Context: an optimization exercise on an open-source flow, tuned for small area, a short achievable clock period and few clock cycles per item. The choices shown serve that exercise and are no tape-out recipe. In this exercise RTL edits were held to simulation tests only and were not proved equivalent to the original. No activity file was given, so power comes from the tool's default toggle rates.

JK:
// floor_cast_texel_generator
module floor_cast_texel_generator (
  input  logic               clk,
  input  logic               rst,
  input  logic               pixel_valid,
  output logic               pixel_ready,
  input  logic [ROW_W-1:0]   pixel_row,
  input  logic [COL_W-1:0]   pixel_column,
  output logic               texel_valid,
  input  logic               texel_ready,
  output logic [ROW_W-1:0]   texel_out_row,
  output logic [COL_W-1:0]   texel_out_column,
  output logic [TEX_X_W-1:0] texel_tex_x,
  output logic [TEX_Y_W-1:0] texel_tex_y,
  output logic [SHADE_W-1:0] texel_shade,
  output logic               texel_is_floor,
  input  logic                  cfg_valid,
  output logic                  cfg_ready,
  input  logic [CFG_IDX_W-1:0]  cfg_index,
  input  logic [CFG_DATA_W-1:0] cfg_data
);
  localparam logic [2:0] PH_DIV = 3'd0;
  localparam logic [2:0] PH_SX  = 3'd1;
  localparam logic [2:0] PH_SY  = 3'd2;
  localparam logic [2:0] PH_WX  = 3'd3;
  localparam logic [2:0] PH_WY  = 3'd4;
  localparam logic [2:0] PH_SH  = 3'd5;
  localparam logic [2:0] PH_FIN = 3'd6;
  logic [17:0] dir_x, dir_y, plane_x, plane_y;
  logic [15:0] cam_x, cam_y;
  logic [15:0] wx, wy, sx, sy;
  logic [8:0]  shade;
  logic        pv, pw;
  logic [8:0]  p_row;
  logic [9:0]  p_col;
  logic        ov;
  logic [8:0]  o_row;
  logic [9:0]  o_col;
  logic [5:0]  o_tx, o_ty;
  logic [8:0]  o_shade;
  logic        o_floor;
  logic [2:0]  ph;
  logic [4:0]  cnt;
  logic        mb;
  logic c_div, c_nbit, c_first, c_one, c_two, c_neg, c_camx, c_camy;
  logic c_ldsx, c_ldsy, c_d5x, c_d5y, c_sh;
  logic [23:0] dq;
  logic [27:0] acc;
  logic [2:0]  r5;
  logic out_free, acc_px, in_c0f, move, load_out, step, pv_n;
  logic pr, st_r;
  logic [8:0] s_row;
  logic [9:0] s_col;
  logic       s_floor;
  logic [15:0] wx_e, wy_e;
  assign pixel_ready = pr;
  assign cfg_ready   = 1'b1;
  assign out_free    = ~ov | texel_ready;
  assign acc_px      = pixel_valid & ~pv;
  assign in_c0f      = (pixel_row >= 9'd240) & (pixel_column == 10'd0);
  assign move        = pv & ~pw & out_free;
  assign load_out    = move | (acc_px & ~in_c0f & out_free);
  ...
Size: roughly 330 flip-flops, about 95 I/O pins.
==> flow/config.mk <==
export PLATFORM = sky130hd
export DESIGN_NAME = floor_cast_texel_generator
export DESIGN_NICKNAME = floor_cast_texel_generator
export VERILOG_FILES = /design/flow/design.v
export SDC_FILE = /design/flow/constraint.sdc
export NUM_CORES = 4
export LEC_CHECK = 0
export ABC_AREA = 1
export CAP_MARGIN = 20
export CORE_MARGIN = 2
export CORE_UTILIZATION = 80
export CTS_CLUSTER_DIAMETER = 100
export CTS_CLUSTER_SIZE = 25
export SLEW_MARGIN = 20
==> flow/constraint.sdc <==
create_clock -name core_clock -period 10.0 [get_ports {clk}]
set_input_delay 2.0000 -clock core_clock [delete_from_list [all_inputs] [get_ports {clk}]]
set_output_delay 2.0000 -clock core_clock [all_outputs]
set_load 0.01 [all_outputs]
standard.sh (not shown) runs the stock make flow with config.mk's settings and CLKGATE_MAP_FILE= SYNTH_SCRIPT=/design/flow/synth_recipe.tcl, a recipe that flattens the netlist after the stock synthesis.
==> flow/flow/run.sh <==
#!/bin/bash
set -euo pipefail
bash standard.sh finish SETUP_SLACK_MARGIN=7 \
  "BUFFER_PORTS_ARGS=-buffer_cell sky130_fd_sc_hd__buf_2" > standard.log 2>&1
Testbench counts of JK, summed over its fixed seeds: cycles 45,768, items 40,960.
--- input diff JK..MS ---
- a change of CORE_UTILIZATION from 80 to 60
Notes after the runs:
Per the comparison of MS with JK, area of all sequential standard cells saw little to no change, post-CTS setup buffer count saw an increase.
In MS relative to JK, count of plain and timing-repair buffers in the layout had gone down by a few percent.
Taking JK as the reference, in MS total global-route track usage down 10 points, maximum frequency up about 2.5%, sum of buffers and inverters on the critical path down 2, peak ir drop on the vdd network down 34%, fraction of area in clock buffers and inverters flat.
Edits applied to the flow inputs when going from MS to AL:
==> flow/flow/run.sh <==
#!/bin/bash
set -euo pipefail
bash standard.sh finish SETUP_SLACK_MARGIN=7 > standard.log 2>&1
### Flow results
- AL ended up with a lower largest incremental delay on the critical path than MS did.
- Summary of AL over MS: area added between synthesis and finish grew by 3.0 points, worst slack on hold paths -0.011 ns, clock latency at the later pin of the worst-skew pair did not really move, count of filler cells inserted in the layout fell 30, portion of total power attributed to combinational logic rose by 0.6 points.
- Against MS, AL reports a wire length of the first global-routing pass that is higher.
> inputs changed (AL -> TR)
- CORE_UTILIZATION changed from 60 to 50
Findings:
- Going from AL to TR, the multi-input gate share of total cell area was found to have gone down by 0.22 points.
- Final wirelength (TR vs. AL) increases by a few percent
- Looking at count of clock buffers in the final design, TR sits 3.8% above AL.
- Compared with AL, in TR area enclosed by the die boundary up about 20%, met1 wire length up 6.1%, clock skew down 0.0092 ns.
- Post-route standard cell area excluding fillers of TR exceeds that of AL by a few percent.
- Per the comparison of TR with AL, time the worst path needs with I/O delays and setup grew by 0.016 ns, total global-route track usage shrank by 3.7 points, maximum frequency shrank by about 0.5%.
- Between AL and TR, first-pass GRT wire length is higher for TR, AL comes in under that.
- TR completed end to end with timing, DRC and antenna clean.

separate check: timing with driven ports:
The results above use ideal ports. As a check the final layouts listed here were re-extracted and re-timed, cells and wires unchanged.
Step 1 sets driving cells, clkbuf_16 on the clock port and buf_2 on the other inputs (assumed; they add their load-dependent delay and slew).
Step 2 also shifts input and output timing later by t, the mid clock arrival at the registers, as if the neighbouring blocks saw the same clock.
Three values: ideal ports, drivers, drivers and shift; two values: the first two.
run | t (ns) | setup slack, ns | worst setup path after step 2
JK | 0.561 | 6.828 / 6.828 / 6.367 | input to register
MS | 0.573 | 6.906 / 6.856 / 6.488 | input to register
AL | 0.569 | 6.936 / 6.883 / 6.459 | input to register
TR | 0.576 | 6.920 / 6.866 / 6.514 | input to register
After both steps every run listed still meets setup and hold. The setup slack of AL, which loses most, moves by -0.053 ns with the drivers and by -0.477 ns with both steps.
